This design comes from an exercise in tuning for small area on the open sky130 flow, not from production work. The RTL was checked by simulation tests, not by an equivalence proof against the original design. The flow treats the clock pin as an ideal source, which a real chip does not have. Power and IR drop assume default switching activity.

$ cat design/flow/run.sh
#!/bin/bash
# synth_recipe.tcl (not shown) runs the flow's synth.tcl, then flattens the netlist and writes it again
# the make line also repeats each setting of config.mk as NAME=value (left out here)
make -C /OpenROAD-flow-scripts/flow DESIGN_CONFIG=/design/flow/config.mk WORK_HOME=/design/flow/orfs CLKGATE_MAP_FILE= SYNTH_SCRIPT=/design/flow/synth_recipe.tcl finish
$ cat design/flow/config.mk
export PLATFORM = sky130hd
export DESIGN_NAME = avalon_st_pkt_fifo
export DESIGN_NICKNAME = avalon_st_pkt_fifo
export VERILOG_FILES = /design/flow/design.v
export SDC_FILE = /design/flow/constraint.sdc
export NUM_CORES = 4
export LEC_CHECK = 0
export CAP_MARGIN = 20
export CORE_MARGIN = 2
export CORE_UTILIZATION = 40
export SLEW_MARGIN = 20
$ cat design/flow/design.v
module avalon_st_pkt_fifo #(
  parameter int DATA_WIDTH      = 64,
  parameter int CHANNEL_WIDTH   = 8,
  parameter int EMPTY_WIDTH     = $clog2(DATA_WIDTH/8),
  parameter int WORDS_AMOUNT    = 16,
  parameter int ADDR_WIDTH      = $clog2(WORDS_AMOUNT),
  parameter int ALMOST_FULL_LVL = WORDS_AMOUNT-4
) (
  input  logic                     clk_i,
  input  logic                     rst_i,
  input  logic                     drop_mode_i,
  input  logic [DATA_WIDTH-1:0]    snk_data_i,
  input  logic [EMPTY_WIDTH-1:0]   snk_empty_i,
  input  logic [CHANNEL_WIDTH-1:0] snk_channel_i,
  input  logic                     snk_sop_i,
  input  logic                     snk_eop_i,
  input  logic                     snk_error_i,
  input  logic                     snk_valid_i,
  output logic                     snk_ready_o,
  output logic [DATA_WIDTH-1:0]    src_data_o,
  output logic [EMPTY_WIDTH-1:0]   src_empty_o,
  output logic [CHANNEL_WIDTH-1:0] src_channel_o,
  output logic                     src_sop_o,
  output logic                     src_eop_o,
  output logic                     src_error_o,
  output logic                     src_valid_o,
  input  logic                     src_ready_i,
  output logic [ADDR_WIDTH:0]      used_words_o,
  output logic [ADDR_WIDTH:0]      pkts_amount_o,
  output logic                     full_o,
  output logic                     almost_full_o,
  output logic                     empty_o,
  output logic                     drop_o,
  output logic [15:0]              drop_cnt_o
);
  localparam int WW = DATA_WIDTH + CHANNEL_WIDTH + EMPTY_WIDTH + 3;
  localparam int PW = ADDR_WIDTH + 1;
  typedef enum logic [1:0] {S_IDLE, S_WRITE, S_DROP} state_t;
  state_t                r_state, w_state_nxt;
  logic                  r_mode;
  logic [WW-1:0]         r_mem [WORDS_AMOUNT];
  logic [PW-1:0]         r_wr_ptr, r_commit_ptr, r_commit_vis, r_rd_ptr, r_out_cnt;
  logic [PW-1:0]         r_used, r_pkts;
  logic                  r_full, r_afull, r_drop, r_src_vld;
  logic [WW-1:0]         r_src_dat;
  logic                  w_acc, w_read, w_load, w_wr_en, w_pkt_inc, w_drop;
  logic [ADDR_WIDTH-1:0] w_wr_addr;
  logic [PW-1:0]         w_wr_ptr_nxt, w_commit_nxt, w_wr_inc, w_cm_inc;
  logic [PW-1:0]         w_out_cnt_nxt, w_used_nxt, w_pkts_nxt;
  logic [WW-1:0]         w_wr_dat, w_rd_dat;
  assign snk_ready_o = r_mode | ~r_full;
  assign w_acc       = snk_valid_i & snk_ready_o;
  assign w_wr_dat    = {snk_error_i, snk_sop_i, snk_eop_i, snk_empty_i, snk_channel_i, snk_data_i};
  assign w_wr_inc    = r_wr_ptr + PW'(1);
  assign w_cm_inc    = r_commit_ptr + PW'(1);
  always_comb begin
    w_state_nxt  = r_state;
    w_wr_en      = 1'b0;
    w_wr_addr    = r_wr_ptr[ADDR_WIDTH-1:0];
    w_wr_ptr_nxt = r_wr_ptr;
    w_commit_nxt = r_commit_ptr;
    w_pkt_inc    = 1'b0;
    w_drop       = 1'b0;
    if (!r_mode) begin
      w_state_nxt = S_IDLE;
      if (w_acc) begin
        w_wr_en      = 1'b1;
        w_wr_ptr_nxt = w_wr_inc;
        w_commit_nxt = w_wr_inc;
        w_pkt_inc    = snk_eop_i;
      end
    end else begin
      case (r_state)
        S_IDLE: if (w_acc) begin
          if (!snk_sop_i || r_full) begin
            w_drop = 1'b1;
            if (!snk_eop_i) w_state_nxt = S_DROP;
          end else if (snk_eop_i && snk_error_i) begin
            w_drop = 1'b1;
          end else begin
            w_wr_en      = 1'b1;
            w_wr_ptr_nxt = w_wr_inc;
            if (snk_eop_i) begin
              w_commit_nxt = w_wr_inc;
              w_pkt_inc    = 1'b1;
            end else begin
              w_state_nxt = S_WRITE;
            end
          end
        end
        S_WRITE: if (w_acc) begin
          if (r_full) begin
            w_drop       = 1'b1;
            w_wr_ptr_nxt = r_commit_ptr;
            w_state_nxt  = snk_eop_i ? S_IDLE : S_DROP;
          end else if (snk_sop_i) begin
            w_drop       = 1'b1;
            w_wr_en      = 1'b1;
            w_wr_addr    = r_commit_ptr[ADDR_WIDTH-1:0];
            w_wr_ptr_nxt = w_cm_inc;
            if (snk_eop_i) begin
              w_state_nxt = S_IDLE;
              if (snk_error_i) begin
                w_wr_ptr_nxt = r_commit_ptr;
              end else begin
                w_commit_nxt = w_cm_inc;
                w_pkt_inc    = 1'b1;
              end
            end
          end else if (snk_eop_i) begin
            w_state_nxt = S_IDLE;
            if (snk_error_i) begin
              w_drop       = 1'b1;
              w_wr_ptr_nxt = r_commit_ptr;
            end else begin
              w_wr_en      = 1'b1;
              w_wr_ptr_nxt = w_wr_inc;
              w_commit_nxt = w_wr_inc;
              w_pkt_inc    = 1'b1;
            end
          end else begin
            w_wr_en      = 1'b1;
            w_wr_ptr_nxt = w_wr_inc;
          end
        end
        S_DROP: if (w_acc && snk_eop_i) w_state_nxt = S_IDLE;
        default: w_state_nxt = S_IDLE;
      endcase
    end
  end
  assign w_rd_dat      = r_mem[r_rd_ptr[ADDR_WIDTH-1:0]];
  assign w_read        = r_src_vld & src_ready_i;
  assign w_load        = (r_rd_ptr != r_commit_vis) & (~r_src_vld | src_ready_i);
  assign w_out_cnt_nxt = r_out_cnt + PW'(w_read);
  assign w_used_nxt    = w_wr_ptr_nxt - w_out_cnt_nxt;
  assign w_pkts_nxt    = r_pkts + PW'(w_pkt_inc) - PW'(w_read & src_eop_o);
  always_ff @(posedge clk_i) begin
    if (w_wr_en) r_mem[w_wr_addr] <= w_wr_dat;
  end
  always_ff @(posedge clk_i or posedge rst_i) begin
    if (rst_i) begin
      r_state      <= S_IDLE;
      r_mode       <= 1'b1;
      r_wr_ptr     <= '0;
      r_commit_ptr <= '0;
      r_commit_vis <= '0;
      r_rd_ptr     <= '0;
      r_out_cnt    <= '0;
      r_used       <= '0;
      r_pkts       <= '0;
      r_full       <= 1'b0;
      r_afull      <= 1'b0;
      r_drop       <= 1'b0;
      r_src_vld    <= 1'b0;
      r_src_dat    <= '0;
    end else begin
      r_state      <= w_state_nxt;
      if (r_state == S_IDLE && r_wr_ptr == r_commit_ptr) r_mode <= drop_mode_i;
      r_wr_ptr     <= w_wr_ptr_nxt;
      r_commit_ptr <= w_commit_nxt;
      r_commit_vis <= r_commit_ptr;
      r_out_cnt    <= w_out_cnt_nxt;
      r_used       <= w_used_nxt;
      r_pkts       <= w_pkts_nxt;
      r_full       <= (w_used_nxt == PW'(WORDS_AMOUNT));
      r_afull      <= (w_used_nxt >= PW'(ALMOST_FULL_LVL));
      r_drop       <= w_drop;
      if (w_load) begin
        r_src_dat <= w_rd_dat;
        r_src_vld <= 1'b1;
        r_rd_ptr  <= r_rd_ptr + PW'(1);
      end else if (w_read) begin
        r_src_vld <= 1'b0;
      end
    end
  end
  assign {src_error_o, src_sop_o, src_eop_o, src_empty_o, src_channel_o, src_data_o} = r_src_dat;
  assign src_valid_o   = r_src_vld;
  assign empty_o       = ~r_src_vld;
  assign used_words_o  = r_used;
  assign pkts_amount_o = r_pkts;
  assign full_o        = r_full;
  assign almost_full_o = r_afull;
  assign drop_o        = r_drop;
  logic [15:0] r_drop_cnt;
  always_ff @(posedge clk_i or posedge rst_i) begin
    if (rst_i)                               r_drop_cnt <= '0;
    else if (w_drop && r_drop_cnt != 16'hFFFF) r_drop_cnt <= r_drop_cnt + 16'd1;
  end
  assign drop_cnt_o = r_drop_cnt;
endmodule
$ cat design/flow/constraint.sdc
create_clock -name core_clock -period 4.0 [get_ports {clk_i}]
set_input_delay 0.8000 -clock core_clock [delete_from_list [all_inputs] [get_ports {clk_i}]]
set_output_delay 0.8000 -clock core_clock [all_outputs]
set_load 0.01 [all_outputs]
==> results of run 1 <==
layout make-up:
cell class	count	area share [%]
Antenna cell	4	0.01579
Clock buffer	187	6.231
Clock inverter	79	1.251
Inverter	33	0.2013
Multi-Input combinational cell	764	18.97
Sequential cell	1384	64.49
Tap cell	1768	3.489
Timing Repair Buffer	294	5.343
critical path, stage by stage (launching register included):
cell and delay, ps:
dfrtp_1 680, inv_1 300, o311ai_0 430, a31o_2 230
a21o_1 120, ha_1 170, inv_1 60, fa_1 420
a21o_1 170, a21oi_1 260, xnor2_1 200, o31ai_1 120
mux2_1 310
stage by stage:
stage	power, W	TNS (ps)	instance area (sq um)	hold slack (ps)	std cells
2_1_floorplan	0.02809	-205750	53780	351.9	2303
3_3_place_gp	0.03288	-609.9	58660	468.3	4243
3_5_place_dp	0.03311	-2112	58660	458.8	4243
4_1_cts	0.04653	0	63400	476.1	4509
5_1_grt	0.04786	0	63400	506.3	4511
6_report	0.04581	0	63410	480.5	4513
report_power, final:
part	internal, W	leakage (nW)	switching, W
Combinational	0.00712	5.25	0.00677
Clock	0.00779	2.32	0.00550
Sequential	0.0176	12.9	0.00100
how the worst min path moves through the flow:
stage / startpoint / end / depth (start not counted)
5_1_grt: r_commit_ptr[4]$_DFFE_PP0P_ / r_commit_vis[4]$_DFF_PP0_ / 0
4_1_cts: r_commit_ptr[4]$_DFFE_PP0P_ / r_commit_vis[4]$_DFF_PP0_ / 0
2_1_floorplan: r_commit_ptr[2]$_DFFE_PP0P_ / r_commit_vis[2]$_DFF_PP0_ / 0
3_5_place_dp: r_commit_ptr[4]$_DFFE_PP0P_ / r_commit_vis[4]$_DFF_PP0_ / 0
6_report: r_commit_ptr[4]$_DFFE_PP0P_ / r_commit_vis[4]$_DFF_PP0_ / 0
3_3_place_gp: r_commit_ptr[4]$_DFFE_PP0P_ / r_commit_vis[4]$_DFF_PP0_ / 0
cells by family (layout without fill, tap and decap cells):
| kind of cell | Yosys count | count (layout) | share of synthesized area (%) |
|---|---|---|---|
| other cells | 0 | 4 | 0 |
| compound gates | 82 | 82 | 1.066 |
| flops | 1384 | 1384 | 76.53 |
| buf+inv | 155 | 593 | 1.534 |
| simple gates | 137 | 137 | 1.326 |
| mux | 479 | 479 | 18.31 |
| xor+xnor | 49 | 49 | 0.8034 |
| fa+ha+maj | 17 | 17 | 0.4263 |
cell usage after synthesis, types with 6 or more instances:
cell / n / area [sq um]
nand3_1: 11 / 55.05
a21o_1: 8 / 60.06
nor2b_1: 7 / 43.79
o22ai_1: 6 / 37.54
inv_1: 32 / 120.1
clkbuf_1: 57 / 214.0
nand4_1: 7 / 43.79
nor3b_1: 6 / 45.04
buf_6: 28 / 315.3
ha_1: 15 / 187.7
a21oi_1: 13 / 65.06
dfrtp_1: 135 / 3378
nand2b_1: 6 / 37.54
mux4_2: 390 / 8783
buf_1: 15 / 56.30
nand2_1: 26 / 97.59
xor2_1: 23 / 201.4
nor3_1: 33 / 165.2
mux2_2: 84 / 945.9
o21ai_0: 9 / 45.04
edfxtp_1: 1248 / 37480
buf_2: 22 / 110.1
xnor2_1: 26 / 227.7
nor2_1: 20 / 75.07
a31oi_1: 14 / 87.58
layer usage:
metal  share of wire [%]  routed length, um  track usage (%)
met1                  42              50510            24.23
met2                  51              62150            30.24
met3                 5.2               6343            3.253
met4                 1.9               2333            4.812
met5               0.043                 52                0
==> impl_metrics.py, run 1 <==
metrics = {
    "worst_setup_path": {
        "reg2reg_depth": 12,
        "r2r_end": "r_afull$_DFF_PP0_",
        "worstSetupEndpoint": "r_afull$_DFF_PP0_",
        "r2r_start": "r_commit_ptr[0]$_DFFE_PP0P_",
        "startpoint": "r_commit_ptr[0]$_DFFE_PP0P_",
        "critPathLaunchType": "flip-flop",
        "worstPathMaxFanout": 9,
        "cp.required_ps": 4630,
        "end_kind": "flip-flop",
        "crit_type": "reg -> reg",
        "cp.arrival_ps": 4220,
        "r2r_setup_slack_ps": 410,
    },
    "cells_and_area": {
        "top_regs": "r_mem x1248, r_src_dat x78, r_drop_cnt x16",
        "final_cell_mix": "1248 x edfxtp_1, 390 x mux4_2, 192 x clkdlybuf4s50_1, 149 x clkbuf_16, 131 x dfrtp_1",
        "utilization_pct": 47.69,
        "nNetsFinal": 2722,
        "regMostFlops": "r_mem",
        "multi_input_area_sq_um": 12030,
        "seq_area_sq_um": 40900,
        "mostFrequentLayoutCell": "edfxtp_1",
        "drive_gt1_share_pct": 30.24,
        "largest_register_ffs": 1248,
        "nFillCells": 10608,
        "syn2layout_area_growth_pct": 18.71,
    },
    "global_routing": {
        "grt_pass1_wl_um": 180000,
        "grtUsageTotal_pct": 18.00,
        "grt_max_degree": 102,
        "overflow": 0,
        "antenna_found_initial": 7,
        "grt_pass1_vias": 26459,
    },
    "sta": {
        "post-route-period-util_pct": 89.70,
        "fin_skew_ps": 26.10,
        "fmax_mhz": 278.7,
        "rsz0062_at_grt": "false",
        "period_needed_ps": 3588,
        "relSlewSlack_pct": 39.77,
        "hold_violations": 0,
        "worst_slew_pin_slew_ps": 900.5,
        "finalSetupViolations": 0,
        "maxSlewViolCount": 0,
        "fin_ws_ps": 412.2,
    },
    "clock_tree": {
        "cts_buffer_depth": 3,
        "post_cts_buffers": 0,
        "clk_pin_slew_ps": 50,
        "hold_buffers": 0,
        "numCtsBuffers": 145,
        "clk-insertion-delay-late_ps": 770,
        "cts.sinks": 1384,
        "cts_root_buf": "clkbuf_16",
        "cts-resized-gates": 0,
        "htree_levels": 4,
        "cts_tree": "done",
    },
    "pwr": {
        "p_leak_nw": 20.43,
        "p_per_area_nw_per_um2": 722.5,
        "ir_drop_mv": 0.4652,
    },
    "detailed_routing": {
        "drtAntennaViolNets": 0,
        "drt_iter0_drc": 2357,
        "num_vias": 24883,
        "avgViaCountPerCell": 5.514,
        "wl_um": 121400,
        "route.detailed.drc": 0,
        "dr.pass1.iters": 7,
        "wl_per_cell_um": 26.90,
    },
    "floorplan": {
        "initial_core_util_pct": 40.18,
        "ios": 193,
        "die-area_sq_um": 136500,
        "rows": 134,
        "die_w_um": 369.4,
        "die_h_um": 369.4,
        "core-area_sq_um": 133000,
    },
    "synth": {
        "synth_edf_count": 1248,
        "synth.avg_cell_area_sq_um": 23.19,
        "synth_cells": 2303,
        "synth-seq-area-share_pct": 76.53,
        "synth_cell_types": 57,
        "synth_ff_type": "edfxtp_1",
        "netlist_area_sq_um": 53410,
        "synth-async-reset-ratio_pct": 9.827,
        "ys_warn_count": 1,
        "synth_seq_cells": 1384,
        "syn_nets": 2403,
    },
    "place": {
        "port_buffers": 192,
        "gp_congestion": 0.8665,
        "hpwl_um": 69150,
        "dp_slack_ps": -122.6,
    },
    "hold_path": {
        "hold_class": "reg -> reg",
    },
    "job": {
        "max-cap-violations": 0,
    },
    "status": {
        "status": "complete, no violations",
    },
}
==> inputs of run 2 (changes only) <==
--- a/design/flow/design.v
+++ b/design/flow/design.v
@@ -40,14 +40,16 @@
   logic                  r_mode;
   logic [WW-1:0]         r_mem [WORDS_AMOUNT];
-  logic [PW-1:0]         r_wr_ptr, r_commit_ptr, r_commit_vis, r_rd_ptr, r_out_cnt;
-  logic [PW-1:0]         r_used, r_pkts;
-  logic                  r_full, r_afull, r_drop, r_src_vld;
-  logic [WW-1:0]         r_src_dat;
-  logic                  w_acc, w_read, w_load, w_wr_en, w_pkt_inc, w_drop;
+  logic [PW-1:0]         r_wr_ptr, r_commit_ptr, r_commit_vis, r_out_cnt;
+  logic [PW-1:0]         r_pkts;
+  logic                  r_drop, r_src_vld;
+  logic                  w_acc, w_read, w_load, w_wr_en, w_pkt_inc, w_drop, w_full;
   logic [ADDR_WIDTH-1:0] w_wr_addr;
   logic [PW-1:0]         w_wr_ptr_nxt, w_commit_nxt, w_wr_inc, w_cm_inc;
-  logic [PW-1:0]         w_out_cnt_nxt, w_used_nxt, w_pkts_nxt;
+  logic [PW-1:0]         w_used, w_rd_ptr, w_pkts_nxt;
   logic [WW-1:0]         w_wr_dat, w_rd_dat;
-  assign snk_ready_o = r_mode | ~r_full;
+  assign w_used      = r_wr_ptr - r_out_cnt;
+  assign w_full      = (w_used == PW'(WORDS_AMOUNT));
+  assign w_rd_ptr    = r_out_cnt + PW'(r_src_vld);
+  assign snk_ready_o = r_mode | ~w_full;
   assign w_acc       = snk_valid_i & snk_ready_o;
   assign w_wr_dat    = {snk_error_i, snk_sop_i, snk_eop_i, snk_empty_i, snk_channel_i, snk_data_i};
@@ -73,5 +75,5 @@
       case (r_state)
         S_IDLE: if (w_acc) begin
-          if (!snk_sop_i || r_full) begin
+          if (!snk_sop_i || w_full) begin
             w_drop = 1'b1;
             if (!snk_eop_i) w_state_nxt = S_DROP;
@@ -90,5 +92,5 @@
         end
         S_WRITE: if (w_acc) begin
-          if (r_full) begin
+          if (w_full) begin
             w_drop       = 1'b1;
             w_wr_ptr_nxt = r_commit_ptr;
@@ -129,10 +131,15 @@
     end
   end
-  assign w_rd_dat      = r_mem[r_rd_ptr[ADDR_WIDTH-1:0]];
-  assign w_read        = r_src_vld & src_ready_i;
-  assign w_load        = (r_rd_ptr != r_commit_vis) & (~r_src_vld | src_ready_i);
-  assign w_out_cnt_nxt = r_out_cnt + PW'(w_read);
-  assign w_used_nxt    = w_wr_ptr_nxt - w_out_cnt_nxt;
-  assign w_pkts_nxt    = r_pkts + PW'(w_pkt_inc) - PW'(w_read & src_eop_o);
+  logic [WORDS_AMOUNT-1:0] w_rd_sel;
+  always_comb begin
+    w_rd_dat = '0;
+    for (int i = 0; i < WORDS_AMOUNT; i++) begin
+      w_rd_sel[i] = (r_out_cnt[ADDR_WIDTH-1:0] == ADDR_WIDTH'(i));
+      w_rd_dat    = w_rd_dat | ({WW{w_rd_sel[i]}} & r_mem[i]);
+    end
+  end
+  assign w_read     = r_src_vld & src_ready_i;
+  assign w_load     = (w_rd_ptr != r_commit_vis) & (~r_src_vld | src_ready_i);
+  assign w_pkts_nxt = r_pkts + PW'(w_pkt_inc) - PW'(w_read & src_eop_o);
   always_ff @(posedge clk_i) begin
     if (w_wr_en) r_mem[w_wr_addr] <= w_wr_dat;
@@ -145,13 +152,8 @@
       r_commit_ptr <= '0;
       r_commit_vis <= '0;
-      r_rd_ptr     <= '0;
       r_out_cnt    <= '0;
-      r_used       <= '0;
       r_pkts       <= '0;
-      r_full       <= 1'b0;
-      r_afull      <= 1'b0;
       r_drop       <= 1'b0;
       r_src_vld    <= 1'b0;
-      r_src_dat    <= '0;
     end else begin
       r_state      <= w_state_nxt;
@@ -160,26 +162,18 @@
       r_commit_ptr <= w_commit_nxt;
       r_commit_vis <= r_commit_ptr;
-      r_out_cnt    <= w_out_cnt_nxt;
-      r_used       <= w_used_nxt;
+      r_out_cnt    <= r_out_cnt + PW'(w_read);
       r_pkts       <= w_pkts_nxt;
-      r_full       <= (w_used_nxt == PW'(WORDS_AMOUNT));
-      r_afull      <= (w_used_nxt >= PW'(ALMOST_FULL_LVL));
       r_drop       <= w_drop;
-      if (w_load) begin
-        r_src_dat <= w_rd_dat;
-        r_src_vld <= 1'b1;
-        r_rd_ptr  <= r_rd_ptr + PW'(1);
-      end else if (w_read) begin
-        r_src_vld <= 1'b0;
-      end
+      if (w_load)      r_src_vld <= 1'b1;
+      else if (w_read) r_src_vld <= 1'b0;
     end
   end
-  assign {src_error_o, src_sop_o, src_eop_o, src_empty_o, src_channel_o, src_data_o} = r_src_dat;
+  assign {src_error_o, src_sop_o, src_eop_o, src_empty_o, src_channel_o, src_data_o} = w_rd_dat;
   assign src_valid_o   = r_src_vld;
   assign empty_o       = ~r_src_vld;
-  assign used_words_o  = r_used;
+  assign used_words_o  = w_used;
   assign pkts_amount_o = r_pkts;
-  assign full_o        = r_full;
-  assign almost_full_o = r_afull;
+  assign full_o        = w_full;
+  assign almost_full_o = (w_used >= PW'(ALMOST_FULL_LVL));
   assign drop_o        = r_drop;
   logic [15:0] r_drop_cnt;
==> run 2 against run 1 <==
Net effect:
- clock skew is 1.2 ps lower
- critical path type is now reg -> out
- clock power is 11% lower
- worst hold slack better by 22 ps
- wire length is 19% higher
- now fails the layout checks on setup timing
==> impl_metrics.py, run 2 <==
metrics = {
    "global_routing": {
        "grtUsageTotal_pct": 23.43,
        "overflow": 0,
        "grt_pass1_wl_um": 205600,
        "grt_max_degree": 50,
        "antenna_found_initial": 14,
        "grt_pass1_vias": 28619,
    },
    "cells_and_area": {
        "nNetsFinal": 3146,
        "syn2layout_area_growth_pct": 23.02,
        "mostFrequentLayoutCell": "edfxtp_1",
        "multi_input_area_sq_um": 9269,
        "regMostFlops": "r_mem",
        "drive_gt1_share_pct": 20.24,
        "nFillCells": 9569,
        "largest_register_ffs": 1248,
        "final_cell_mix": "1248 x edfxtp_1, 305 x a22oi_1, 137 x clkbuf_16, 134 x buf_4, 124 x a22o_1",
        "seq_area_sq_um": 38630,
        "top_regs": "r_mem x1248, r_drop_cnt x16",
    },
    "floorplan": {
        "die_w_um": 349.6,
        "rows": 126,
        "initial_core_util_pct": 40.40,
        "ios": 193,
        "core-area_sq_um": 118200,
        "die_h_um": 349.6,
        "die-area_sq_um": 122200,
    },
    "synth": {
        "synth_cells": 2625,
        "netlist_area_sq_um": 47770,
        "synthAdderAreaFrac_pct": 0.5029,
        "synth_ff_type": "edfxtp_1",
        "synthTopCellsByArea": "edfxtp_1 78%, a22oi_1 4.9%, dfrtp_1 2.4%",
        "ys_warn_count": 1,
        "synth_most_common_cell": "edfxtp_1",
        "synth_top_cell_area_share_pct": 78.45,
        "yosysTopAreaCell": "edfxtp_1",
        "synthMuxAreaShare_pct": 0.8539,
        "syn_nets": 2726,
        "synth.avg_cell_area_sq_um": 18.20,
        "synth_top_family_by_area": "compound AO/OA/AOI/OAI gates",
        "synth-seq-area-share_pct": 80.86,
        "synth_common_cells": "1248 x edfxtp_1, 310 x a22oi_1, 124 x a22o_1",
        "synth_cell_types": 66,
        "synthXorXnorAreaFrac_pct": 0.8198,
        "synth_seq_cells": 1294,
        "synth-async-reset-ratio_pct": 3.555,
        "synth_compound_area_share_pct": 11.69,
        "synth-simple-area-share_pct": 3.764,
        "synth_edf_count": 1248,
    },
    "worst_setup_path": {
        "cp.arrival_ps": 3270,
        "end_kind": "output pin",
        "worstPathMaxFanout": 40,
        "cp.required_ps": 3200,
        "critPathLaunchType": "flip-flop",
        "crit_type": "reg -> out",
    },
    "sta": {
        "worst_slew_pin_slew_ps": 934.2,
        "fmax_mhz": 245.5,
        "period_needed_ps": 4073,
        "hold_violations": 0,
        "relSlewSlack_pct": 37.72,
        "rsz0062_at_grt": "true",
        "fin_skew_ps": 24.86,
        "finalSetupTns_ps": -72.68,
        "fin_ws_ps": -72.68,
        "post-route-period-util_pct": 101.8,
        "finalSetupViolations": 1,
        "maxSlewViolCount": 0,
    },
    "clock_tree": {
        "htree_levels": 4,
        "numCtsBuffers": 134,
        "clk_pin_slew_ps": 60,
        "hold_buffers": 0,
        "cts.sinks": 1294,
        "cts_buffer_depth": 3,
        "clk-insertion-delay-late_ps": 750,
        "cts_root_buf": "clkbuf_16",
        "cts_tree": "done",
    },
    "detailed_routing": {
        "wl_um": 144900,
        "wl_per_cell_um": 30.92,
        "route.detailed.drc": 0,
        "dr.pass1.iters": 8,
        "avgViaCountPerCell": 6.139,
        "drt_iter0_drc": 3678,
        "drtAntennaViolNets": 0,
        "num_vias": 28774,
    },
    "pwr": {
        "fin_total_pwr_w": 0.04334,
        "p_leak_nw": 19.01,
        "ir_drop_mv": 0.5399,
        "p_per_area_nw_per_um2": 737.5,
    },
    "place": {
        "gp_congestion": 0.8464,
        "hpwl_um": 82590,
        "dp_slack_ps": 150.8,
        "port_buffers": 192,
    },
    "job": {
        "max-cap-violations": 0,
    },
    "status": {
        "so_faults": "setup timing",
        "status": "failed layout checks",
    },
    "hold_path": {
        "hold_class": "reg -> reg",
    },
}
==> run 2: final cells by class <==
| class | instances | area share, % |
|---|---|---|
| multi-input cells | 1158 | 15.77 |
| diodes | 3 | 0.01277 |
| repair buffers | 434 | 7.925 |
| clock inverters | 72 | 1.048 |
| well taps | 1536 | 3.270 |
| inverters | 23 | 0.1725 |
| clock buffers | 167 | 6.059 |
| flip-flops and latches | 1294 | 65.74 |
==> run 2: worst paths after layout <==
| kind | to | start | slack, ps | depth (start not counted) |
|---|---|---|---|---|
| worst min-delay path | r_drop_cnt[7]$_DFFE_PP0P_ | r_drop_cnt[7]$_DFFE_PP0P_ | 500 | 1 |
| worst min register to register | r_drop_cnt[7]$_DFFE_PP0P_ | r_drop_cnt[7]$_DFFE_PP0P_ | 500 | 1 |
| worst max-delay path | src_data_o[12] | r_out_cnt[0]$_DFF_PP0_ | -70 | 9 |
| min in group asynchronous | r_pkts[4]$_DFF_PP0_ | rst_i | 590 | 2 |
| max in group asynchronous | r_mode$_DFFE_PP1P_ | rst_i | 2640 | 3 |
| worst max register to register | r_mem[2][8]$_DFFE_PP_ | r_out_cnt[0]$_DFF_PP0_ | 60 | 15 |
==> run 2: cell families (layout without fill, tap and decap cells) <==
logic type / after synthesis / after routing
other: 0 / 3
and+or+nand+nor: 340 / 341
adders and majority gates: 18 / 18
DFF: 1294 / 1294
muxes: 38 / 38
buffers and inverters: 174 / 696
AOI/OAI and AO/OA: 718 / 718
xor gates and xnor gates: 43 / 43
==> run 2: stage by stage <==
stage / cell area (sq um) / util [%] / hold WS (ps) / instances
finish: 58770 / 49.70 / 502.2 / 4687
global route: 58760 / 49.70 / 506.5 / 4685
CTS: 58630 / 49.59 / 500.4 / 4671
detailed placement: 53420 / 45.18 / 490.3 / 4373
global placement: 53420 / 45.18 / 483.1 / 4373
floorplan: 48040 / - / 351.9 / 2625
==> run 2: repair_timing <==
item,in CTS,in global routing
pin swaps,36,32
cloned,7,0
buffers inserted,52,14
setup endpoints to repair,82,53
gates resized for setup,266,54
==> run 2: power by group <==
group,internal (W),switching [W]
combinational,0.00559,0.00909
sequential,0.0162,0.000530
clock,0.00669,0.00520
total,0.0285,0.0148
==> run 2: per-layer routing <==
layer	track usage [%]	up-vias	wire, um
li1	-	11862	-
met1	32.52	15041	57540
met2	37.67	1634	69020
met3	5.119	223	15060
met4	5.859	14	3220
met5	0	-	89
==> run 2: critical path, stage by stage, from the launching register on <==
cell and delay (ps):
dfrtp_2 500, buf_6 180, nand2b_4 120, nor2_4 60, buf_12 220, a22oi_2 260
nand4_1 240, a21oi_2 160, nand4_1 450, buf_2 320
==> inputs of run 3 (changes only) <==
--- a/design/flow/design.v
+++ b/design/flow/design.v
@@ -131,11 +131,13 @@
     end
   end
-  logic [WORDS_AMOUNT-1:0] w_rd_sel;
+  logic [WORDS_AMOUNT-1:0] r_rd_sel_n;
   always_comb begin
-    w_rd_dat = '0;
-    for (int i = 0; i < WORDS_AMOUNT; i++) begin
-      w_rd_sel[i] = (r_out_cnt[ADDR_WIDTH-1:0] == ADDR_WIDTH'(i));
-      w_rd_dat    = w_rd_dat | ({WW{w_rd_sel[i]}} & r_mem[i]);
-    end
+    w_rd_dat = '1;
+    for (int i = 0; i < WORDS_AMOUNT; i++)
+      w_rd_dat = w_rd_dat & ({WW{r_rd_sel_n[i]}} | r_mem[i]);
+  end
+  always_ff @(posedge clk_i or posedge rst_i) begin
+    if (rst_i)       r_rd_sel_n <= {{(WORDS_AMOUNT-1){1'b1}}, 1'b0};
+    else if (w_read) r_rd_sel_n <= {r_rd_sel_n[WORDS_AMOUNT-2:0], r_rd_sel_n[WORDS_AMOUNT-1]};
   end
   assign w_read     = r_src_vld & src_ready_i;
==> design/flow/flow/run.sh (new file) <==
#!/bin/bash
# Standard layout with two changes: ports buffered with buf_2 cells, and a clock tree of
# clkbuf_16 cells without dummy loads. Make's full output goes to standard.log; ORFS keeps
# each step's log under orfs/logs.
set -euo pipefail
export BUFFER_PORTS_ARGS="-buffer_cell sky130_fd_sc_hd__buf_2"
export CTS_ARGS="-sink_clustering_enable -repair_clock_nets -dont_use_dummy_load -buf_list {sky130_fd_sc_hd__clkbuf_16} -sink_clustering_size 30 -sink_clustering_max_diameter 80"
bash standard.sh > standard.log 2>&1
==> design/flow/standard.sh (new file) <==
#!/bin/bash
# synth_recipe.tcl (not shown) runs the flow's synth.tcl, then flattens the netlist and writes it again
# the make line also repeats each setting of config.mk as NAME=value (left out here)
make -C /OpenROAD-flow-scripts/flow DESIGN_CONFIG=/design/flow/config.mk WORK_HOME=/design/flow/orfs CLKGATE_MAP_FILE= SYNTH_SCRIPT=/design/flow/synth_recipe.tcl "${@:-finish}"
--- a/design/flow/config.mk
+++ b/design/flow/config.mk
@@ -6,6 +6,7 @@
 export NUM_CORES = 4
 export LEC_CHECK = 0
-export CAP_MARGIN = 20
+export CAP_MARGIN = 0
 export CORE_MARGIN = 2
-export CORE_UTILIZATION = 40
-export SLEW_MARGIN = 20
+export CORE_UTILIZATION = 65
+export PLACE_DENSITY = 0.75
+export SLEW_MARGIN = 0
removed: design/flow/run.sh
==> run 3 against run 2 <==
Net effect:
- the run now finishes clean
- worst hold slack lost 87 ps
- count of clock-buffer cells in the layout fell by 116
- combinational power fell by 72%
- total power down 38%
- sequential share of layout area grew 8.8 points
- first-iteration DRC count up 12%
==> impl_metrics.py, run 3 <==
metrics = {
    "worst_setup_path": {
        "crit_type": "reg -> out",
        "reg2reg_depth": 11,
        "r2r_start": "r_wr_ptr[0]$_DFFE_PP0P_",
        "worstSetupEndpoint": "src_data_o[10]",
        "critPathLaunchType": "flip-flop",
        "cp.required_ps": 3200,
        "cp.buffers_inverters": 2,
        "r2r_setup_slack_ps": 160,
        "critical-path-top-delay-family": "flip-flops",
        "path_cells": "buf_12 -> o22ai_1 -> or4_1 -> nor4_1 -> buf_2",
        "worstPathMaxFanout": 28,
        "r2r_end": "r_mem[14][56]$_DFFE_PP_",
        "cp.arrival_ps": 3160,
        "cp_slowest_stage_delay_ps": 970,
        "crit_slowest_cell": "dfstp_4",
        "end_kind": "output pin",
        "startpoint": "r_rd_sel_n[7]$_DFFE_PP1P_",
        "critical_path_depth": 5,
    },
    "place": {
        "placed_cell_area_sq_um": 50950,
        "gp_congestion": 0.8905,
        "port_buffers": 192,
        "dp_slack_ps": 185.1,
        "hpwl_um": 67080,
    },
    "hold_path": {
        "hold_class": "in -> async",
    },
    "synth": {
        "synth_ff_type": "edfxtp_1",
        "netlist_area_sq_um": 47520,
        "synthMuxAreaShare_pct": 0.4739,
        "synth_cells": 2659,
        "synthXorXnorAreaFrac_pct": 0.7898,
        "synth.avg_cell_area_sq_um": 17.87,
        "syn_nets": 2760,
        "synth_top_family_by_area": "compound AO/OA/AOI/OAI gates",
        "synth_top_cell_area_share_pct": 78.86,
        "ys_warn_count": 1,
        "yosysTopAreaCell": "edfxtp_1",
        "synth-async-reset-ratio_pct": 4.733,
        "synthAdderAreaFrac_pct": 0.5055,
        "synth_cell_types": 62,
        "synth-seq-area-share_pct": 82.17,
        "synth_compound_area_share_pct": 10.43,
        "synth-simple-area-share_pct": 4.055,
        "synth_seq_cells": 1310,
        "synthTopCellsByArea": "edfxtp_1 79%, o22ai_1 6.3%, dfrtp_1 2.4%",
        "synth_edf_count": 1248,
        "synth_most_common_cell": "edfxtp_1",
        "synth_common_cells": "1248 x edfxtp_1, 478 x o22ai_1, 128 x clkbuf_1",
    },
    "floorplan": {
        "rows": 99,
        "initial_core_util_pct": 65.36,
        "die_h_um": 274.4,
        "core-area_sq_um": 72710,
        "die-area_sq_um": 75290,
        "die_w_um": 274.4,
        "ios": 193,
    },
    "sta": {
        "fin_skew_ps": 76.28,
        "period_needed_ps": 3962,
        "post-route-period-util_pct": 99.05,
        "rsz0062_at_grt": "false",
        "worst_slew_pin_slew_ps": 1092,
        "fmax_mhz": 252.4,
        "relSlewSlack_pct": 27.07,
        "hold_violations": 0,
        "finalSetupViolations": 0,
        "fin_ws_ps": 38.01,
        "maxSlewViolCount": 0,
    },
    "pwr": {
        "power.internal_w": 0.01999,
        "swShare_pct": 26.00,
        "ir_drop_mv": 0.5309,
        "pwr-share-clk_pct": 22.1,
        "p_leak_nw": 16.54,
        "p_comb_share_pct": 15.3,
        "p_switching_w": 0.007025,
        "p_per_area_nw_per_um2": 515.1,
        "seq_power_share_pct": 62.6,
    },
    "clock_tree": {
        "cts_buffer_depth": 3,
        "clk-insertion-delay-late_ps": 650,
        "cts_root_buf": "clkbuf_16",
        "numCtsBuffers": 51,
        "clk_pin_slew_ps": 110,
        "htree_levels": 2,
        "cts_tree": "done",
        "hold_buffers": 0,
        "cts.sinks": 1310,
    },
    "detailed_routing": {
        "num_vias": 27801,
        "route.detailed.drc": 0,
        "wl_per_cell_um": 32.17,
        "dr.pass1.iters": 7,
        "avgViaCountPerCell": 7.225,
        "wl_um": 123800,
        "drt_iter0_drc": 4115,
        "drtAntennaViolNets": 0,
    },
    "global_routing": {
        "grt_pass1_wl_um": 177100,
        "grt_max_degree": 66,
        "antenna_found_initial": 9,
        "grtUsageTotal_pct": 32.47,
        "grt_pass1_vias": 27251,
        "overflow": 0,
    },
    "cells_and_area": {
        "final_area_sq_um": 52450,
        "nFillCells": 4251,
        "drive_gt1_share_pct": 16.33,
        "top_regs": "r_mem x1248, r_drop_cnt x16, r_rd_sel_n x16",
        "largest_register_ffs": 1248,
        "syn2layout_area_growth_pct": 10.36,
        "mostFrequentLayoutCell": "edfxtp_1",
        "nNetsFinal": 2987,
        "final_cell_mix": "1248 x edfxtp_1, 472 x o22ai_1, 192 x buf_2, 102 x buf_4, 84 x nor2_1",
        "regMostFlops": "r_mem",
    },
    "job": {
        "max-cap-violations": 0,
    },
    "status": {
        "status": "complete, no violations",
    },
}
[run 3: cell types whose count changed after synthesis, sizes merged, moves of 42 or more]
cell    change
a21oi      -56
a221oi     -88
a22o      -123
a22oi     -306
clkbuf     +42
nand4      -72
nor4       +84
o221ai     +79
o22a       +77
o22ai     +476
or4        +48
[run 3: kinds of logic (layout without fill, tap and decap cells)]
group	count (synthesis)	count (layout)
flops	1310	1310
compound gates	711	711
simple gates	362	362
buf+inv	196	421
xor+xnor	42	42
mux	20	20
fa+ha+maj	18	18
other cells	0	5
[run 3: worst min-delay path by stage]
stage / to / depth (start not counted) / start / slack [ps]
after floorplan: r_commit_vis[2]$_DFF_PP0_ / 0 / r_commit_ptr[2]$_DFFE_PP0P_ / 350
after CTS: r_mode$_DFFE_PP1P_ / 2 / drop_mode_i / 410
after global routing: r_src_vld$_DFFE_PP0P_ / 2 / src_ready_i / 420
after detailed placement: r_commit_vis[4]$_DFF_PP0_ / 0 / r_commit_ptr[4]$_DFFE_PP0P_ / 470
after global placement: r_commit_vis[4]$_DFF_PP0_ / 0 / r_commit_ptr[4]$_DFFE_PP0P_ / 470
final: r_drop_cnt[9]$_DFFE_PP0P_ / 2 / rst_i / 420
[run 3: worst reg2reg max path, stage by stage (launching register included)]
cell	delay, ps
dfrtp_1	430
inv_6	60
ha_4	160
fa_2	350
nand2b_4	160
a21oi_4	160
xor2_2	300
inv_2	220
a311o_1	440
or3b_4	500
o22ai_4	210
buf_12	440
[run 3: power groups by stage]
| stage | clock network, W | registers [W] | logic (W) |
|---|---|---|---|
| detailed placement | 0 | 0.0172 | 0.00408 |
| global placement | 0 | 0.0171 | 0.00400 |
| floorplan | 0 | 0.0171 | 0.00254 |
| CTS | 0.00599 | 0.0169 | 0.00410 |
| global route | 0.00641 | 0.0170 | 0.00441 |
| finish | 0.00598 | 0.0169 | 0.00412 |
[run 3: layout make-up]
cell class,count,area [sq um],share of cell area [%]
tap,959,1200,2.288
clock buffer,51,1276,2.433
inverter,25,98.84,0.1885
antenna,5,12.51,0.02386
sequential,1310,39110,74.57
timing repair buffer,345,2731,5.208
multi-input combinational,1153,8020,15.29
[run 3: metrics by stage]
stage / cells / utilization (%) / setup TNS [ps] / power [W] / hold slack, ps
4_1_cts: 3833 / 71.89 / 0 / 0.02699 / 409.2
6_report: 3848 / 72.13 / 0 / 0.02701 / 415.3
2_1_floorplan: 2659 / - / -728540 / 0.01963 / 351.9
3_3_place_gp: 3781 / 70.08 / 0 / 0.02115 / 472.6
3_5_place_dp: 3781 / 70.08 / 0 / 0.02129 / 470.6
5_1_grt: 3846 / 72.12 / 0 / 0.02783 / 419.0
[run 3: what timing repair did]
action                                  in CTS  in global routing
pin swaps                                    0                  1
buffers inserted                             1                 10
endpoints found under the setup margin       4                 21
gates resized for setup                      3                  3
[run 3: per-layer routing]
metal,up-vias,GRT usage (%),wire length [um]
met1,14019,45.65,44550
met3,232,5.000,14700
met2,2103,53.96,61250
met5,-,0,35
met4,6,8.982,3261
li1,11441,-,-
==> inputs of run 4 (changes only) <==
--- a/design/flow/design.v
+++ b/design/flow/design.v
@@ -41,13 +41,12 @@
   logic [WW-1:0]         r_mem [WORDS_AMOUNT];
   logic [PW-1:0]         r_wr_ptr, r_commit_ptr, r_commit_vis, r_out_cnt;
-  logic [PW-1:0]         r_pkts;
+  logic [PW-1:0]         r_pkts, r_used;
   logic                  r_drop, r_src_vld;
   logic                  w_acc, w_read, w_load, w_wr_en, w_pkt_inc, w_drop, w_full;
   logic [ADDR_WIDTH-1:0] w_wr_addr;
   logic [PW-1:0]         w_wr_ptr_nxt, w_commit_nxt, w_wr_inc, w_cm_inc;
-  logic [PW-1:0]         w_used, w_rd_ptr, w_pkts_nxt;
+  logic [PW-1:0]         w_used_nxt, w_out_cnt_nxt, w_rd_ptr, w_pkts_nxt;
   logic [WW-1:0]         w_wr_dat, w_rd_dat;
-  assign w_used      = r_wr_ptr - r_out_cnt;
-  assign w_full      = (w_used == PW'(WORDS_AMOUNT));
+  assign w_full      = r_used[ADDR_WIDTH];
   assign w_rd_ptr    = r_out_cnt + PW'(r_src_vld);
   assign snk_ready_o = r_mode | ~w_full;
@@ -144,4 +143,6 @@
   assign w_load     = (w_rd_ptr != r_commit_vis) & (~r_src_vld | src_ready_i);
   assign w_pkts_nxt = r_pkts + PW'(w_pkt_inc) - PW'(w_read & src_eop_o);
+  assign w_out_cnt_nxt = r_out_cnt + PW'(w_read);
+  assign w_used_nxt    = w_wr_ptr_nxt - w_out_cnt_nxt;
   always_ff @(posedge clk_i) begin
     if (w_wr_en) r_mem[w_wr_addr] <= w_wr_dat;
@@ -156,4 +157,5 @@
       r_out_cnt    <= '0;
       r_pkts       <= '0;
+      r_used       <= '0;
       r_drop       <= 1'b0;
       r_src_vld    <= 1'b0;
@@ -164,6 +166,7 @@
       r_commit_ptr <= w_commit_nxt;
       r_commit_vis <= r_commit_ptr;
-      r_out_cnt    <= r_out_cnt + PW'(w_read);
+      r_out_cnt    <= w_out_cnt_nxt;
       r_pkts       <= w_pkts_nxt;
+      r_used       <= w_used_nxt;
       r_drop       <= w_drop;
       if (w_load)      r_src_vld <= 1'b1;
@@ -174,8 +177,8 @@
   assign src_valid_o   = r_src_vld;
   assign empty_o       = ~r_src_vld;
-  assign used_words_o  = w_used;
+  assign used_words_o  = r_used;
   assign pkts_amount_o = r_pkts;
   assign full_o        = w_full;
-  assign almost_full_o = (w_used >= PW'(ALMOST_FULL_LVL));
+  assign almost_full_o = (r_used >= PW'(ALMOST_FULL_LVL));
   assign drop_o        = r_drop;
   logic [15:0] r_drop_cnt;
==> run 4 against run 3 <==
Net effect:
- setup slack better by 53 ps
- worst hold slack worse by 320 ps
- synthesized cell count rose by 3.5%
- first-iteration DRC count shrank 5.6%
- sequential power down 5%
- die area grew 0.50%
- critical endpoint is now src_data_o[19]
==> impl_metrics.py, run 4 <==
metrics = {
    "worst_setup_path": {
        "path_cells": "buf_4 -> o22ai_1 -> nor2_1 -> nand2_1 -> nor4_1 -> buf_2",
        "startpoint": "r_rd_sel_n[15]$_DFFE_PP1P_",
        "cp.arrival_ps": 3110,
        "critical-path-top-delay-family": "flip-flops",
        "r2r_end": "r_pkts[4]$_DFF_PP0_",
        "cp.buffers_inverters": 2,
        "worstPathMaxFanout": 22,
        "cp.required_ps": 3200,
        "end_kind": "output pin",
        "r2r_setup_slack_ps": 640,
        "crit_slowest_cell": "dfstp_4",
        "reg2reg_depth": 13,
        "r2r_start": "r_rd_sel_n[3]$_DFFE_PP1P_",
        "cp_slowest_stage_delay_ps": 910,
        "crit_type": "reg -> out",
        "critPathLaunchType": "flip-flop",
    },
    "floorplan": {
        "core-area_sq_um": 72830,
        "die-area_sq_um": 75670,
        "initial_core_util_pct": 65.58,
        "ios": 193,
        "rows": 99,
        "die_w_um": 275.1,
        "die_h_um": 275.1,
    },
    "synth": {
        "synth-async-reset-ratio_pct": 5.095,
        "synth_common_cells": "1248 x edfxtp_1, 474 x o22ai_1, 204 x nor2_1",
        "synth_ff_type": "edfxtp_1",
        "yosysTopAreaCell": "edfxtp_1",
        "synth-seq-area-share_pct": 82.01,
        "synth_seq_cells": 1315,
        "synth.avg_cell_area_sq_um": 17.36,
        "synthTopCellsByArea": "edfxtp_1 78%, o22ai_1 6.2%, dfrtp_1 2.7%",
        "synth_edf_count": 1248,
        "synth_most_common_cell": "edfxtp_1",
        "synth_cells": 2751,
        "netlist_area_sq_um": 47770,
        "syn_nets": 2852,
        "synth_cell_types": 67,
        "synth_top_cell_area_share_pct": 78.46,
        "ys_warn_count": 1,
    },
    "place": {
        "gp_congestion": 0.8681,
        "port_buffers": 192,
        "hpwl_um": 66420,
        "place_inst": 3862,
        "dp_slack_ps": 481.1,
    },
    "global_routing": {
        "grt_pass1_wl_um": 175100,
        "overflow": 0,
        "antenna_found_initial": 14,
        "grt_pass1_vias": 27094,
        "grt_max_degree": 80,
        "grtUsageTotal_pct": 32.13,
    },
    "cells_and_area": {
        "final_cells": 3922,
        "drive_gt1_share_pct": 15.26,
        "largest_register_ffs": 1248,
        "regMostFlops": "r_mem",
        "mostFrequentLayoutCell": "edfxtp_1",
        "top_regs": "r_mem x1248, r_drop_cnt x16, r_rd_sel_n x16",
        "syn2layout_area_growth_pct": 9.569,
        "utilization_pct": 71.86,
        "nNetsFinal": 3058,
        "final_cell_mix": "1248 x edfxtp_1, 474 x o22ai_1, 192 x buf_2, 188 x nor2_1, 114 x nand2_1",
    },
    "detailed_routing": {
        "avgViaCountPerCell": 7.049,
        "drt_iter0_drc": 3885,
        "dr.pass1.iters": 5,
        "drtAntennaViolNets": 0,
        "route.detailed.drc": 0,
        "wl_um": 122200,
        "num_vias": 27646,
        "wl_per_cell_um": 31.16,
    },
    "pwr": {
        "fin_total_pwr_w": 0.02465,
        "swShare_pct": 23.01,
        "p_leak_nw": 16.52,
        "seq_power_share_pct": 65.4,
        "ir_drop_mv": 0.4218,
        "p_switching_w": 0.005672,
        "p_comb_share_pct": 10.2,
        "p_per_area_nw_per_um2": 471.0,
        "power.internal_w": 0.01898,
        "pwr-share-clk_pct": 24.3,
    },
    "sta": {
        "worst_slew_pin_slew_ps": 1057,
        "maxSlewViolCount": 0,
        "hold_violations": 0,
        "finalSetupViolations": 0,
        "holdWs_ps": 96.47,
        "post-route-period-util_pct": 97.72,
        "fmax_mhz": 255.8,
        "fin_skew_ps": 78.52,
        "rsz0062_at_grt": "false",
        "period_needed_ps": 3909,
        "fin_ws_ps": 91.34,
        "relSlewSlack_pct": 29.20,
    },
    "clock_tree": {
        "clk-insertion-delay-late_ps": 680,
        "cts_tree": "done",
        "numCtsBuffers": 51,
        "clk_pin_slew_ps": 110,
        "cts.sinks": 1315,
        "htree_levels": 2,
        "hold_buffers": 0,
        "cts_root_buf": "clkbuf_16",
        "cts_buffer_depth": 3,
    },
    "hold_path": {
        "hold_class": "in -> async",
    },
    "job": {
        "max-cap-violations": 0,
    },
    "status": {
        "status": "complete, no violations",
    },
}
## run 4: how the worst max path moves through the flow
stage	to	slack, ps	cells past startpoint
finish	src_data_o[19]	90	6
global route	src_data_o[59]	30	7
CTS	src_data_o[57]	50	7
detailed placement	r_mem[13][45]$_DFFE_PP_	480	8
global placement	r_mem[13][45]$_DFFE_PP_	490	8
floorplan	r_mem[13][0]$_DFFE_PP_	-250	7
## run 4: cell families (layout without fill, tap and decap cells)
family / after synthesis / count (layout) / synth area share (%)
adders and majority gates: 19 / 19 / 0.5239
DFF: 1315 / 1315 / 82.01
AOI/OAI and AO/OA: 699 / 699 / 10.07
buffers and inverters: 191 / 395 / 1.614
and+or+nand+nor: 458 / 458 / 4.388
other: 0 / 8 / 0
xor gates and xnor gates: 42 / 42 / 0.7701
muxes: 27 / 27 / 0.6261
## run 4: area by class of cell
cell class | instances | area, sq um
flip-flops and latches | 1315 | 39230
diodes | 8 | 20.02
multi-input cells | 1245 | 7955
repair buffers | 322 | 2570
well taps | 959 | 1200
fillers | 4340 | 20500
inverters | 22 | 82.58
clock buffers | 51 | 1276
## run 4: per-layer routing
layer / vias up / GRT usage [%] / wire [um]
met2: 1880 / 52.20 / 59700
met4: 16 / 10.23 / 3581
met1: 14002 / 45.40 / 45150
met5: - / 0 / 114
li1: 11489 / - / -
met3: 259 / 5.438 / 13670
## run 4: what timing repair did
| item | in CTS | in global routing |
|---|---|---|
| buffers inserted | 0 | 1 |
| hold endpoints to repair | 0 | 0 |
| setup endpoints to repair | 0 | 4 |
| resized for setup | 0 | 2 |
## run 4: power by group through the flow
| stage | Combinational, W | Sequential, W | Clock, W |
|---|---|---|---|
| floorplan | 0.00162 | 0.0163 | 0 |
| global route | 0.00275 | 0.0162 | 0.00646 |
| finish | 0.00252 | 0.0161 | 0.00600 |
| CTS | 0.00252 | 0.0161 | 0.00604 |
| detailed placement | 0.00251 | 0.0164 | 0 |
| global placement | 0.00244 | 0.0164 | 0 |
## run 4: per-stage QoR
step / instance area [sq um] / setup TNS (ps)
floorplan: 47810 / -292310
global placement: 51000 / 0
detailed placement: 51000 / 0
CTS: 52280 / 0
global route: 52320 / 0
finish: 52340 / 0
## run 4: worst register-to-register path, delay by kind of cell, from the launching register on
family | cells | cell delay (ps)
xor+xnor | 1 | 140
buf+inv | 2 | 240
simple gates | 4 | 670
fa+ha+maj | 3 | 770
flops | 1 | 910
compound gates | 3 | 530
==> inputs of run 5 (changes only) <==
==> design/flow/flow/run.sh (replaced) <==
#!/bin/bash
# Standard layout with three changes: ports buffered with buf_2 cells; a clock tree of
# clkbuf_16 cells without dummy loads; and, after clock-tree synthesis, gates on paths with
# slack downsized (flow/post_cts.tcl), then any slew or capacitance this leaves repaired.
# Make's full output goes to standard.log; ORFS keeps each step's log under orfs/logs.
set -euo pipefail
export BUFFER_PORTS_ARGS="-buffer_cell sky130_fd_sc_hd__buf_2"
export CTS_ARGS="-sink_clustering_enable -repair_clock_nets -dont_use_dummy_load -buf_list {sky130_fd_sc_hd__clkbuf_16} -sink_clustering_size 30 -sink_clustering_max_diameter 80"
export POST_CTS_TCL="$PWD/flow/post_cts.tcl"
bash standard.sh > standard.log 2>&1
==> design/flow/flow/post_cts.tcl (new file) <==
# Give back area on paths with slack, then fix any slew or capacitance this leaves.
estimate_parasitics -placement
repair_timing -recover_power 100 -verbose
repair_design -verbose
detailed_placement
check_placement -verbose
==> run 5 against run 4 <==
Net effect:
- worst hold slack improved by 53 ps
- die area unchanged
- cell count up 0.28%
- design area shrank 1.3%
- via count increased by 0.71%
- non-clock buffer count rose by 10
- utilization down 0.92 points
- first-iteration DRC count up 3.3%
- wire length rose by 0.53%
- clock power barely moved
- largest power group unchanged
- highest routed layer unchanged
==> impl_metrics.py, run 5 <==
metrics = {
    "status": {
        "status": "complete, no violations",
    },
    "synth": {
        "yosysTopAreaCell": "edfxtp_1",
        "synth-async-reset-ratio_pct": 5.095,
        "synth_most_common_cell": "edfxtp_1",
        "synth_common_cells": "1248 x edfxtp_1, 474 x o22ai_1, 204 x nor2_1",
        "synth_ff_type": "edfxtp_1",
        "synthTopCellsByArea": "edfxtp_1 78%, o22ai_1 6.2%, dfrtp_1 2.7%",
        "syn_nets": 2852,
        "synth_top_cell_area_share_pct": 78.46,
        "synth_cells": 2751,
        "synth_edf_count": 1248,
        "synth_cell_types": 67,
        "synth-seq-area-share_pct": 82.01,
        "synth.avg_cell_area_sq_um": 17.36,
        "synth_seq_cells": 1315,
        "netlist_area_sq_um": 47770,
        "ys_warn_count": 1,
    },
    "cells_and_area": {
        "nFillCells": 4494,
        "utilization_pct": 70.93,
        "regMostFlops": "r_mem",
        "seq_area_sq_um": 39230,
        "syn2layout_area_growth_pct": 8.162,
        "drive_gt1_share_pct": 9.106,
        "final_cell_mix": "1248 x edfxtp_1, 474 x o22ai_1, 199 x nor2_1, 168 x clkbuf_1, 114 x nand2_1",
        "largest_register_ffs": 1248,
        "multi_input_area_sq_um": 7833,
        "mostFrequentLayoutCell": "edfxtp_1",
        "nNetsFinal": 3068,
        "top_regs": "r_mem x1248, r_drop_cnt x16, r_rd_sel_n x16",
        "final_area_sq_um": 51660,
    },
    "pwr": {
        "swShare_pct": 22.99,
        "fin_total_pwr_w": 0.02453,
        "p_leak_nw": 15.91,
        "seq_power_share_pct": 65.8,
        "ir_drop_mv": 0.4208,
        "pwr-share-clk_pct": 24.5,
        "p_switching_w": 0.005638,
        "p_comb_share_pct": 9.6,
        "power.internal_w": 0.01889,
        "p_per_area_nw_per_um2": 474.7,
    },
    "place": {
        "hpwl_um": 66420,
        "gp_congestion": 0.8681,
        "placed_cell_area_sq_um": 51000,
        "dp_slack_ps": 481.1,
        "port_buffers": 192,
    },
    "sta": {
        "post-route-period-util_pct": 97.89,
        "rsz0062_at_grt": "false",
        "fin_ws_ps": 84.49,
        "worst_slew_pin_slew_ps": 1358,
        "fin_skew_ps": 71.07,
        "maxSlewViolCount": 0,
        "period_needed_ps": 3916,
        "hold_violations": 0,
        "fmax_mhz": 255.4,
        "finalSetupTns_ps": 0,
        "finalSetupViolations": 0,
        "relSlewSlack_pct": 9.452,
    },
    "floorplan": {
        "die-area_sq_um": 75670,
        "ios": 193,
        "die_w_um": 275.1,
        "rows": 99,
        "initial_core_util_pct": 65.58,
        "die_h_um": 275.1,
        "core-area_sq_um": 72830,
    },
    "global_routing": {
        "overflow": 0,
        "antenna_found_initial": 11,
        "grt_pass1_wl_um": 175400,
        "grt_max_degree": 80,
        "grtUsageTotal_pct": 32.18,
        "grt_pass1_vias": 27127,
    },
    "detailed_routing": {
        "wl_um": 122900,
        "drtAntennaViolNets": 0,
        "wl_per_cell_um": 31.24,
        "route.detailed.drc": 0,
        "avgViaCountPerCell": 7.079,
        "num_vias": 27843,
        "drt_iter0_drc": 4012,
        "dr.pass1.iters": 5,
    },
    "hold_path": {
        "hold_class": "in -> async",
    },
    "clock_tree": {
        "clk-insertion-delay-late_ps": 680,
        "clk_pin_slew_ps": 90,
        "cts.sinks": 1315,
        "cts_tree": "done",
    },
    "worst_setup_path": {
        "r2r_start": "r_mode$_DFFE_PP1P_",
        "r2r_setup_slack_ps": 200,
        "r2r_end": "r_mem[5][67]$_DFFE_PP_",
        "critPathLaunchType": "flip-flop",
        "worstPathMaxFanout": 27,
        "crit_type": "reg -> out",
        "cp.arrival_ps": 3120,
        "end_kind": "output pin",
        "cp.required_ps": 3200,
        "reg2reg_depth": 7,
    },
    "job": {
        "max-cap-violations": 0,
    },
}
-- run 5: layer usage --
metal / track usage (%) / routed length, um
met1: 45.39 / 44590
met4: 10.11 / 3787
met2: 52.29 / 59650
met5: 0 / 74
met3: 5.638 / 14760
-- run 5: layout make-up --
type                    count  area share (%)
diodes                      9         0.04359
clock buffers              51           2.470
inverters                  22          0.1598
multi-input cells        1245           15.16
flip-flops and latches   1315           75.93
well taps                 959           2.322
repair buffers            332           3.914
-- run 5: metrics by stage --
step	instances	hold slack [ps]
final	3933	149.6
after global routing	3927	186.0
after detailed placement	3862	516.6
after global placement	3862	480.6
after floorplan	2751	351.9
-- run 5: worst max path at each step --
stage	from	slack, ps	depth (start not counted)	endpoint
after floorplan	snk_eop_i	-250	7	r_mem[13][0]$_DFFE_PP_
after global placement	snk_valid_i	490	8	r_mem[13][45]$_DFFE_PP_
after detailed placement	snk_valid_i	480	8	r_mem[13][45]$_DFFE_PP_
after global routing	r_rd_sel_n[11]$_DFFE_PP1P_	30	8	src_data_o[40]
final	r_rd_sel_n[11]$_DFFE_PP1P_	80	8	src_data_o[40]
-- run 5: logic make-up after synthesis --
group	share of synthesized area, %
fa+ha+maj	0.5239
compound gates	10.07
simple gates	4.388
flops	82.01
xor+xnor	0.7701
mux	0.6261
buf+inv	1.614
-- run 5: worst max-delay path, stage by stage (launching register included) --
cell	delay [ps]
dfstp_4	800
buf_12	270
clkbuf_2	360
o22ai_1	120
nor2_1	130
nand2_1	60
nor4_1	290
clkbuf_1	240
buf_2	170
-- run 5: power by group through the flow --
stage | clock network (W) | logic, W | registers, W
global placement | 0 | 0.00244 | 0.0164
detailed placement | 0 | 0.00251 | 0.0164
floorplan | 0 | 0.00162 | 0.0163
finish | 0.00602 | 0.00236 | 0.0161
global route | 0.00646 | 0.00258 | 0.0162

==> what the ideal ports hide <==
The flow's constraints put no driver on any port. The routed layouts listed below were extracted and timed again, unchanged, in two steps.
Step 1, drivers: a clkbuf_16 drives clk_i and a buf_2 each remaining input, both assumed.
Step 2 adds t to the input delays and takes it off the output delays; t is the mean of the earliest and latest rising clock arrival at the registers after step 1. Input paths then give back, and output paths get back, about the clock's delay inside the block.
Three values: no drivers, after step 1, after step 2; two values: the first two.
run	shift t [ns]	slack for setup (ns)	hold WS [ns]	pins driven straight from the clock port
run 1	0.834	0.412 / 0.412 / -0.201	0.481 / 0.466 / 0.481	1
run 2	0.815	-0.073 / -0.149 / 0.062	0.502 / 0.502 / 0.502	1
run 3	0.677	0.038 / -0.025 / 0.158	0.415 / 0.371 / 0.503	1
run 4	0.700	0.091 / 0.028 / 0.430	0.096 / 0.054 / 0.525	1
run 5	0.705	0.084 / 0.019 / -0.331	0.150 / 0.104 / 0.530	1
Met with ideal ports but missed after step 2: setup timing in run 1 and run 5. For run 1, which loses most, drivers alone change the setup slack by 0.000 ns; drivers and shift together by -0.613 ns.
